Context: an optimization exercise on an open-source flow, tuned for small area, a short achievable clock period and few clock cycles per item. The choices shown serve that exercise and are no tape-out recipe.
The RTL was checked by simulation tests, not by an equivalence proof against the original design.

run 1:
## rs_polymul
module rs_polymul
(
   input  logic                            CLK,            
   input  logic                            RESET,          
   input  logic                            enable,         
   input  logic                            sync,           
   input  logic [rs_pkg::NUM_SYND-1:0][rs_pkg::SYM_W-1:0]  syndrome_in,    
   input  logic [rs_pkg::NUM_EPS-1:0][rs_pkg::SYM_W-1:0]   epsilon_in,     
   output logic [rs_pkg::NUM_SYND-1:0][rs_pkg::SYM_W-1:0]  syndrome_out,   
   output logic                            done            
);
export LEC_CHECK = 0
export CAP_MARGIN = 20
export CORE_MARGIN = 2
export CORE_UTILIZATION = 55
export CTS_CLUSTER_DIAMETER = 50
export CTS_CLUSTER_SIZE = 8
export SETUP_SLACK_MARGIN = 1.3
export SLEW_MARGIN = 20
create_clock -name core_clock -period 5.0 [get_ports {CLK}]
standard.sh (not shown) runs the stock make flow with config.mk's settings and CLKGATE_MAP_FILE= SYNTH_SCRIPT=/design/flow/synth_recipe.tcl, a recipe that flattens the netlist after the stock synthesis.
==> flow/flow/run.sh <==
#!/bin/bash
# Standard ORFS layout with these changes: the input port buffers are buf_4
# cells (buffer_ports otherwise picks a slow delay buffer), the output port
# buffers are resized to buf_1 right after global placement, and the 3-input
# XOR cells are not used (two 2-input XORs are smaller and about as fast).
set -euo pipefail
HERE=$(cd "$(dirname "$0")" && pwd)
DU="sky130_fd_sc_hd__probe_p_8 sky130_fd_sc_hd__probec_p_8 sky130_fd_sc_hd__lpflow_bleeder_1 sky130_fd_sc_hd__lpflow_clkbufkapwr_1 sky130_fd_sc_hd__lpflow_clkbufkapwr_16 sky130_fd_sc_hd__lpflow_clkbufkapwr_2 sky130_fd_sc_hd__lpflow_clkbufkapwr_4 sky130_fd_sc_hd__lpflow_clkbufkapwr_8 sky130_fd_sc_hd__lpflow_clkinvkapwr_1 sky130_fd_sc_hd__lpflow_clkinvkapwr_16 sky130_fd_sc_hd__lpflow_clkinvkapwr_2 sky130_fd_sc_hd__lpflow_clkinvkapwr_4 sky130_fd_sc_hd__lpflow_clkinvkapwr_8 sky130_fd_sc_hd__lpflow_decapkapwr_12 sky130_fd_sc_hd__lpflow_decapkapwr_3 sky130_fd_sc_hd__lpflow_decapkapwr_4 sky130_fd_sc_hd__lpflow_decapkapwr_6 sky130_fd_sc_hd__lpflow_decapkapwr_8 sky130_fd_sc_hd__lpflow_inputiso0n_1 sky130_fd_sc_hd__lpflow_inputiso0p_1 sky130_fd_sc_hd__lpflow_inputiso1n_1 sky130_fd_sc_hd__lpflow_inputiso1p_1 sky130_fd_sc_hd__lpflow_inputisolatch_1 sky130_fd_sc_hd__lpflow_isobufsrc_1 sky130_fd_sc_hd__lpflow_isobufsrc_16 sky130_fd_sc_hd__lpflow_isobufsrc_2 sky130_fd_sc_hd__lpflow_isobufsrc_4 sky130_fd_sc_hd__lpflow_isobufsrc_8 sky130_fd_sc_hd__lpflow_isobufsrckapwr_16 sky130_fd_sc_hd__lpflow_lsbuf_lh_hl_isowell_tap_1 sky130_fd_sc_hd__lpflow_lsbuf_lh_hl_isowell_tap_2 sky130_fd_sc_hd__lpflow_lsbuf_lh_hl_isowell_tap_4 sky130_fd_sc_hd__lpflow_lsbuf_lh_isowell_4 sky130_fd_sc_hd__lpflow_lsbuf_lh_isowell_tap_1 sky130_fd_sc_hd__lpflow_lsbuf_lh_isowell_tap_2 sky130_fd_sc_hd__lpflow_lsbuf_lh_isowell_tap_4 sky130_fd_sc_hd__xor3_1 sky130_fd_sc_hd__xor3_2 sky130_fd_sc_hd__xor3_4 sky130_fd_sc_hd__xnor3_1 sky130_fd_sc_hd__xnor3_2 sky130_fd_sc_hd__xnor3_4"
bash standard.sh DONT_USE_CELLS="$DU" BUFFER_PORTS_ARGS="-buffer_cell sky130_fd_sc_hd__buf_4" POST_GLOBAL_PLACE_TCL="$HERE/post_gpl.tcl" finish > standard_flow.log 2>&1
==> flow/flow/post_gpl.tcl <==
# The output ports only drive the fixed 0.01 pF load; a buf_1 is enough for
# their port buffers (buffer_ports uses one cell type for every port).
foreach inst [get_cells output*] {
  replace_cell $inst sky130_fd_sc_hd__buf_1
}
Testbench counts of run 1, summed over its fixed seeds: cycles 384, jobs 384.
Input changes introduced in run 2 (baseline for comparison: run 1):
Settings: SETUP_SLACK_MARGIN: 1.3 -> 1.2; PLACE_DENSITY: unset -> 0.72.
### Flow results
- Summary of run 2 over run 1: fraction of the core area covered by cells at the end of the flow moved down.
Setup changes, run 2 to run 3
Settings: PLACE_DENSITY: 0.72 -> unset.
-- flow/flow/run.sh --
<<< run 2, line 6
>>> run 3, line 6
# Timing-driven global placement keeps none of its trial buffering.
<<< run 2, line 9
bash standard.sh DONT_USE_CELLS="$DU" BUFFER_PORTS_ARGS="-buffer_cell sky130_fd_sc_hd__buf_4" POST_GLOBAL_PLACE_TCL="$HERE/post_gpl.tcl" finish > standard_flow.log 2>&1
>>> run 3, line 10
bash standard.sh DONT_USE_CELLS="$DU" BUFFER_PORTS_ARGS="-buffer_cell sky130_fd_sc_hd__buf_4" POST_GLOBAL_PLACE_TCL="$HERE/post_gpl.tcl" GPL_KEEP_OVERFLOW=0 finish > standard_flow.log 2>&1
==> comparison <==
The final report for run 3 shows a completed flow and a layout that fails verification, specifically capacitance limit, slew limit. Run 2 -> run 3: tap cell count delta 0, exact match. From run 3 to run 2, xor and xnor area share after synthesis did not move at all. Going from run 2 to run 3, cell area saw an increase; worst-path maximum fanout saw a decrease; end-of-flow core utilization saw an increase. Cells: run 3 has fewer instances than run 2. Worst setup slack in run 3 is 0.70 ns below run 2. Looking at hold slack across both flows, run 3 is the weaker of the two, with run 2 ahead.
Setup changes, run 3 to run 4
Settings: SETUP_SLACK_MARGIN changed from 1.2 to 1.0; CORE_UTILIZATION changed from 55 to 50.
-- flow/flow/run.sh --
<<< run 3, line 2
# Standard ORFS layout with these changes: the input port buffers are buf_4
# cells (buffer_ports otherwise picks a slow delay buffer), the output port
# buffers are resized to buf_1 right after global placement, and the 3-input
# XOR cells are not used (two 2-input XORs are smaller and about as fast).
# Timing-driven global placement keeps none of its trial buffering.
>>> run 4, line 2
# Standard ORFS layout with two changes: the port buffers are buf_4 cells
# (buffer_ports otherwise picks a slow delay buffer), and the 3-input XOR
# cells are not used (two 2-input XORs are smaller and about as fast).
<<< run 3, line 8
HERE=$(cd "$(dirname "$0")" && pwd)
>>> run 4, line 6
<<< run 3, line 10
bash standard.sh DONT_USE_CELLS="$DU" BUFFER_PORTS_ARGS="-buffer_cell sky130_fd_sc_hd__buf_4" POST_GLOBAL_PLACE_TCL="$HERE/post_gpl.tcl" GPL_KEEP_OVERFLOW=0 finish > standard_flow.log 2>&1
>>> run 4, line 7
bash standard.sh DONT_USE_CELLS="$DU" BUFFER_PORTS_ARGS="-buffer_cell sky130_fd_sc_hd__buf_4" finish > standard_flow.log 2>&1
removed: flow/flow/post_gpl.tcl
Findings:
- Compared run 4 against run 3; total number of multi-input combinational cells within noise.
- In terms of net total in the final layout, run 3 and run 4 differ only marginally.
- On post-placement worst setup slack, the lower figure sits with run 3, not run 4.
- Looking at the reports, run 4 completed the entire flow and the layout it produced met the timing, DRC and antenna checks.
- [diff] routed wire length, run 4 relative to run 3: improvement

---

rs_polymul again, from the RTL that the note above started with.
==> flow/design.v (excerpt) <==
module rs_polymul
(
   input  logic                            CLK,            
   input  logic                            RESET,          
   input  logic                            enable,         
   input  logic                            sync,           
   input  logic [rs_pkg::NUM_SYND-1:0][rs_pkg::SYM_W-1:0]  syndrome_in,    
   input  logic [rs_pkg::NUM_EPS-1:0][rs_pkg::SYM_W-1:0]   epsilon_in,     
   output logic [rs_pkg::NUM_SYND-1:0][rs_pkg::SYM_W-1:0]  syndrome_out,   
   output logic                            done            
);
==> flow/config.mk <==
export PLATFORM = sky130hd
export DESIGN_NAME = rs_polymul
export DESIGN_NICKNAME = rs_polymul
export VERILOG_FILES = /design/flow/design.v
export SDC_FILE = /design/flow/constraint.sdc
export NUM_CORES = 4
export LEC_CHECK = 0
export CAP_MARGIN = 10
export CORE_MARGIN = 2
export CORE_UTILIZATION = 55
export CTS_CLUSTER_DIAMETER = 50
export CTS_CLUSTER_SIZE = 8
export SETUP_SLACK_MARGIN = 1.2
export SLEW_MARGIN = 10
==> flow/constraint.sdc <==
create_clock -name core_clock -period 5.0 [get_ports {CLK}]
set_input_delay 1.0000 -clock core_clock [delete_from_list [all_inputs] [get_ports {CLK}]]
set_output_delay 1.0000 -clock core_clock [all_outputs]
set_load 0.01 [all_outputs]
==> flow/flow/run.sh <==
#!/bin/bash
# Standard ORFS layout with these changes: the input port buffers are buf_4
# cells (buffer_ports otherwise picks a slow delay buffer), the output port
# buffers are resized to buf_1 right after global placement, and the 3-input
# XOR cells are not used (two 2-input XORs are smaller and about as fast).
set -euo pipefail
HERE=$(cd "$(dirname "$0")" && pwd)
DU="sky130_fd_sc_hd__probe_p_8 sky130_fd_sc_hd__probec_p_8 sky130_fd_sc_hd__lpflow_bleeder_1 sky130_fd_sc_hd__lpflow_clkbufkapwr_1 sky130_fd_sc_hd__lpflow_clkbufkapwr_16 sky130_fd_sc_hd__lpflow_clkbufkapwr_2 sky130_fd_sc_hd__lpflow_clkbufkapwr_4 sky130_fd_sc_hd__lpflow_clkbufkapwr_8 sky130_fd_sc_hd__lpflow_clkinvkapwr_1 sky130_fd_sc_hd__lpflow_clkinvkapwr_16 sky130_fd_sc_hd__lpflow_clkinvkapwr_2 sky130_fd_sc_hd__lpflow_clkinvkapwr_4 sky130_fd_sc_hd__lpflow_clkinvkapwr_8 sky130_fd_sc_hd__lpflow_decapkapwr_12 sky130_fd_sc_hd__lpflow_decapkapwr_3 sky130_fd_sc_hd__lpflow_decapkapwr_4 sky130_fd_sc_hd__lpflow_decapkapwr_6 sky130_fd_sc_hd__lpflow_decapkapwr_8 sky130_fd_sc_hd__lpflow_inputiso0n_1 sky130_fd_sc_hd__lpflow_inputiso0p_1 sky130_fd_sc_hd__lpflow_inputiso1n_1 sky130_fd_sc_hd__lpflow_inputiso1p_1 sky130_fd_sc_hd__lpflow_inputisolatch_1 sky130_fd_sc_hd__lpflow_isobufsrc_1 sky130_fd_sc_hd__lpflow_isobufsrc_16 sky130_fd_sc_hd__lpflow_isobufsrc_2 sky130_fd_sc_hd__lpflow_isobufsrc_4 sky130_fd_sc_hd__lpflow_isobufsrc_8 sky130_fd_sc_hd__lpflow_isobufsrckapwr_16 sky130_fd_sc_hd__lpflow_lsbuf_lh_hl_isowell_tap_1 sky130_fd_sc_hd__lpflow_lsbuf_lh_hl_isowell_tap_2 sky130_fd_sc_hd__lpflow_lsbuf_lh_hl_isowell_tap_4 sky130_fd_sc_hd__lpflow_lsbuf_lh_isowell_4 sky130_fd_sc_hd__lpflow_lsbuf_lh_isowell_tap_1 sky130_fd_sc_hd__lpflow_lsbuf_lh_isowell_tap_2 sky130_fd_sc_hd__lpflow_lsbuf_lh_isowell_tap_4 sky130_fd_sc_hd__xor3_1 sky130_fd_sc_hd__xor3_2 sky130_fd_sc_hd__xor3_4 sky130_fd_sc_hd__xnor3_1 sky130_fd_sc_hd__xnor3_2 sky130_fd_sc_hd__xnor3_4"
bash standard.sh DONT_USE_CELLS="$DU" BUFFER_PORTS_ARGS="-buffer_cell sky130_fd_sc_hd__buf_4" POST_GLOBAL_PLACE_TCL="$HERE/post_gpl.tcl" finish > standard_flow.log 2>&1
==> flow/flow/post_gpl.tcl <==
# The output ports only drive the fixed 0.01 pF load; a buf_1 is enough for
# their port buffers (buffer_ports uses one cell type for every port).
foreach inst [get_cells output*] {
  replace_cell $inst sky130_fd_sc_hd__buf_1
}
The first run went through all stages and came out clean.
Testbench counts at the start, summed over its fixed seeds: cycles 384, jobs 384.
==> next run, changes <==
==> flow/flow/run.sh (replaced) <==
#!/bin/bash
# Standard ORFS layout with two changes: the port buffers are buf_4 cells
# (buffer_ports otherwise picks a slow delay buffer), and the 3-input XOR
# cells are not used (two 2-input XORs are smaller and about as fast).
set -euo pipefail
DU="sky130_fd_sc_hd__probe_p_8 sky130_fd_sc_hd__probec_p_8 sky130_fd_sc_hd__lpflow_bleeder_1 sky130_fd_sc_hd__lpflow_clkbufkapwr_1 sky130_fd_sc_hd__lpflow_clkbufkapwr_16 sky130_fd_sc_hd__lpflow_clkbufkapwr_2 sky130_fd_sc_hd__lpflow_clkbufkapwr_4 sky130_fd_sc_hd__lpflow_clkbufkapwr_8 sky130_fd_sc_hd__lpflow_clkinvkapwr_1 sky130_fd_sc_hd__lpflow_clkinvkapwr_16 sky130_fd_sc_hd__lpflow_clkinvkapwr_2 sky130_fd_sc_hd__lpflow_clkinvkapwr_4 sky130_fd_sc_hd__lpflow_clkinvkapwr_8 sky130_fd_sc_hd__lpflow_decapkapwr_12 sky130_fd_sc_hd__lpflow_decapkapwr_3 sky130_fd_sc_hd__lpflow_decapkapwr_4 sky130_fd_sc_hd__lpflow_decapkapwr_6 sky130_fd_sc_hd__lpflow_decapkapwr_8 sky130_fd_sc_hd__lpflow_inputiso0n_1 sky130_fd_sc_hd__lpflow_inputiso0p_1 sky130_fd_sc_hd__lpflow_inputiso1n_1 sky130_fd_sc_hd__lpflow_inputiso1p_1 sky130_fd_sc_hd__lpflow_inputisolatch_1 sky130_fd_sc_hd__lpflow_isobufsrc_1 sky130_fd_sc_hd__lpflow_isobufsrc_16 sky130_fd_sc_hd__lpflow_isobufsrc_2 sky130_fd_sc_hd__lpflow_isobufsrc_4 sky130_fd_sc_hd__lpflow_isobufsrc_8 sky130_fd_sc_hd__lpflow_isobufsrckapwr_16 sky130_fd_sc_hd__lpflow_lsbuf_lh_hl_isowell_tap_1 sky130_fd_sc_hd__lpflow_lsbuf_lh_hl_isowell_tap_2 sky130_fd_sc_hd__lpflow_lsbuf_lh_hl_isowell_tap_4 sky130_fd_sc_hd__lpflow_lsbuf_lh_isowell_4 sky130_fd_sc_hd__lpflow_lsbuf_lh_isowell_tap_1 sky130_fd_sc_hd__lpflow_lsbuf_lh_isowell_tap_2 sky130_fd_sc_hd__lpflow_lsbuf_lh_isowell_tap_4 sky130_fd_sc_hd__xor3_1 sky130_fd_sc_hd__xor3_2 sky130_fd_sc_hd__xor3_4 sky130_fd_sc_hd__xnor3_1 sky130_fd_sc_hd__xnor3_2 sky130_fd_sc_hd__xnor3_4"
bash standard.sh DONT_USE_CELLS="$DU" BUFFER_PORTS_ARGS="-buffer_cell sky130_fd_sc_hd__buf_4" finish > standard_flow.log 2>&1
- CAP_MARGIN: 10 -> 20
- CORE_UTILIZATION: 55 -> 60
- SETUP_SLACK_MARGIN: 1.2 -> 1.3
- SLEW_MARGIN: 10 -> 20
removed: flow/flow/post_gpl.tcl
This time the run never finished: it broke off in global routing, error GRT-0232.
Synthesized area is unchanged.
Synthesized cell count is unchanged.
==> next run, changes <==
==> flow/flow/run.sh (replaced) <==
#!/bin/bash
# Standard ORFS layout with these changes: the input port buffers are buf_4
# cells (buffer_ports otherwise picks a slow delay buffer), the output port
# buffers are resized to buf_1 right after global placement, and the 3-input
# XOR cells are not used (two 2-input XORs are smaller and about as fast).
set -euo pipefail
HERE=$(cd "$(dirname "$0")" && pwd)
DU="sky130_fd_sc_hd__probe_p_8 sky130_fd_sc_hd__probec_p_8 sky130_fd_sc_hd__lpflow_bleeder_1 sky130_fd_sc_hd__lpflow_clkbufkapwr_1 sky130_fd_sc_hd__lpflow_clkbufkapwr_16 sky130_fd_sc_hd__lpflow_clkbufkapwr_2 sky130_fd_sc_hd__lpflow_clkbufkapwr_4 sky130_fd_sc_hd__lpflow_clkbufkapwr_8 sky130_fd_sc_hd__lpflow_clkinvkapwr_1 sky130_fd_sc_hd__lpflow_clkinvkapwr_16 sky130_fd_sc_hd__lpflow_clkinvkapwr_2 sky130_fd_sc_hd__lpflow_clkinvkapwr_4 sky130_fd_sc_hd__lpflow_clkinvkapwr_8 sky130_fd_sc_hd__lpflow_decapkapwr_12 sky130_fd_sc_hd__lpflow_decapkapwr_3 sky130_fd_sc_hd__lpflow_decapkapwr_4 sky130_fd_sc_hd__lpflow_decapkapwr_6 sky130_fd_sc_hd__lpflow_decapkapwr_8 sky130_fd_sc_hd__lpflow_inputiso0n_1 sky130_fd_sc_hd__lpflow_inputiso0p_1 sky130_fd_sc_hd__lpflow_inputiso1n_1 sky130_fd_sc_hd__lpflow_inputiso1p_1 sky130_fd_sc_hd__lpflow_inputisolatch_1 sky130_fd_sc_hd__lpflow_isobufsrc_1 sky130_fd_sc_hd__lpflow_isobufsrc_16 sky130_fd_sc_hd__lpflow_isobufsrc_2 sky130_fd_sc_hd__lpflow_isobufsrc_4 sky130_fd_sc_hd__lpflow_isobufsrc_8 sky130_fd_sc_hd__lpflow_isobufsrckapwr_16 sky130_fd_sc_hd__lpflow_lsbuf_lh_hl_isowell_tap_1 sky130_fd_sc_hd__lpflow_lsbuf_lh_hl_isowell_tap_2 sky130_fd_sc_hd__lpflow_lsbuf_lh_hl_isowell_tap_4 sky130_fd_sc_hd__lpflow_lsbuf_lh_isowell_4 sky130_fd_sc_hd__lpflow_lsbuf_lh_isowell_tap_1 sky130_fd_sc_hd__lpflow_lsbuf_lh_isowell_tap_2 sky130_fd_sc_hd__lpflow_lsbuf_lh_isowell_tap_4 sky130_fd_sc_hd__xor3_1 sky130_fd_sc_hd__xor3_2 sky130_fd_sc_hd__xor3_4 sky130_fd_sc_hd__xnor3_1 sky130_fd_sc_hd__xnor3_2 sky130_fd_sc_hd__xnor3_4"
bash standard.sh DONT_USE_CELLS="$DU" BUFFER_PORTS_ARGS="-buffer_cell sky130_fd_sc_hd__buf_4" POST_GLOBAL_PLACE_TCL="$HERE/post_gpl.tcl" finish > standard_flow.log 2>&1
==> flow/flow/post_gpl.tcl (new file) <==
# The output ports only drive the fixed 0.01 pF load; a buf_1 is enough for
# their port buffers (buffer_ports uses one cell type for every port).
foreach inst [get_cells output*] {
  replace_cell $inst sky130_fd_sc_hd__buf_1
}
- CORE_UTILIZATION: 60 -> 55
- SETUP_SLACK_MARGIN: 1.3 -> 1.2
=> The new run produced a clean layout. Area after synthesis does not change. Synthesized cell count is unchanged.
==> next run, changes <==
==> flow/flow/run.sh (replaced) <==
#!/bin/bash
# Standard ORFS layout with two changes: the port buffers are buf_4 cells
# (buffer_ports otherwise picks a slow delay buffer), and the 3-input XOR
# cells are not used (two 2-input XORs are smaller and about as fast).
set -euo pipefail
DU="sky130_fd_sc_hd__probe_p_8 sky130_fd_sc_hd__probec_p_8 sky130_fd_sc_hd__lpflow_bleeder_1 sky130_fd_sc_hd__lpflow_clkbufkapwr_1 sky130_fd_sc_hd__lpflow_clkbufkapwr_16 sky130_fd_sc_hd__lpflow_clkbufkapwr_2 sky130_fd_sc_hd__lpflow_clkbufkapwr_4 sky130_fd_sc_hd__lpflow_clkbufkapwr_8 sky130_fd_sc_hd__lpflow_clkinvkapwr_1 sky130_fd_sc_hd__lpflow_clkinvkapwr_16 sky130_fd_sc_hd__lpflow_clkinvkapwr_2 sky130_fd_sc_hd__lpflow_clkinvkapwr_4 sky130_fd_sc_hd__lpflow_clkinvkapwr_8 sky130_fd_sc_hd__lpflow_decapkapwr_12 sky130_fd_sc_hd__lpflow_decapkapwr_3 sky130_fd_sc_hd__lpflow_decapkapwr_4 sky130_fd_sc_hd__lpflow_decapkapwr_6 sky130_fd_sc_hd__lpflow_decapkapwr_8 sky130_fd_sc_hd__lpflow_inputiso0n_1 sky130_fd_sc_hd__lpflow_inputiso0p_1 sky130_fd_sc_hd__lpflow_inputiso1n_1 sky130_fd_sc_hd__lpflow_inputiso1p_1 sky130_fd_sc_hd__lpflow_inputisolatch_1 sky130_fd_sc_hd__lpflow_isobufsrc_1 sky130_fd_sc_hd__lpflow_isobufsrc_16 sky130_fd_sc_hd__lpflow_isobufsrc_2 sky130_fd_sc_hd__lpflow_isobufsrc_4 sky130_fd_sc_hd__lpflow_isobufsrc_8 sky130_fd_sc_hd__lpflow_isobufsrckapwr_16 sky130_fd_sc_hd__lpflow_lsbuf_lh_hl_isowell_tap_1 sky130_fd_sc_hd__lpflow_lsbuf_lh_hl_isowell_tap_2 sky130_fd_sc_hd__lpflow_lsbuf_lh_hl_isowell_tap_4 sky130_fd_sc_hd__lpflow_lsbuf_lh_isowell_4 sky130_fd_sc_hd__lpflow_lsbuf_lh_isowell_tap_1 sky130_fd_sc_hd__lpflow_lsbuf_lh_isowell_tap_2 sky130_fd_sc_hd__lpflow_lsbuf_lh_isowell_tap_4 sky130_fd_sc_hd__xor3_1 sky130_fd_sc_hd__xor3_2 sky130_fd_sc_hd__xor3_4 sky130_fd_sc_hd__xnor3_1 sky130_fd_sc_hd__xnor3_2 sky130_fd_sc_hd__xnor3_4"
bash standard.sh DONT_USE_CELLS="$DU" BUFFER_PORTS_ARGS="-buffer_cell sky130_fd_sc_hd__buf_4" finish > standard_flow.log 2>&1
- CORE_UTILIZATION: 55 -> 50
- TNS_END_PERCENT: default -> 5
removed: flow/flow/post_gpl.tcl
Effect: The new run finished clean; non-clock buffer count grows by 77; design area rises by 1.8%; global-route usage goes down by 2.3 points.

[static timing again, ports no longer ideal]
Ports are ideal in the flow. The routed layouts listed here were re-timed in OpenROAD.
Step 1, drivers: a clkbuf_16 drives CLK and a buf_2 each remaining input, both assumed.
Step 2 times the ports against the registers' clock, not the clock port: input delays grow and output delays shrink by t, the midpoint of the rising clock arrivals with the driver on.
Three values: ideal, step 1, step 2; two values: the first two.
run | t (ns) | slack for setup (ns) | latest minus earliest clock arrival (ns) | worst slew at a driven data input, ns
run 1 | 0.512 | 1.125 / 1.159 / 0.648 | 0.023 / 0.023 | 0.07
run 2 | 0.484 | 0.965 / 0.976 / 0.492 | 0.019 / 0.018 | 0.07
run 3 | 0.510 | 0.266 / 0.285 / -0.224 | 0.012 / 0.011 | 0.29
run 4 | 0.501 | 0.906 / 0.941 / 0.440 | 0.025 / 0.026 | 0.13
the first run of note 2 | 0.504 | 1.054 / 1.077 / 0.573 | 0.019 / 0.019 | 0.09
the third run of note 2 | 0.496 | 1.006 / 1.034 / 0.538 | 0.014 / 0.014 | 0.09
the fourth run of note 2 | 0.497 | 1.014 / 1.039 / 0.542 | 0.024 / 0.025 | 0.12
For run 3, which loses most, drivers alone change the setup slack by +0.019 ns; drivers and shift together by -0.490 ns.
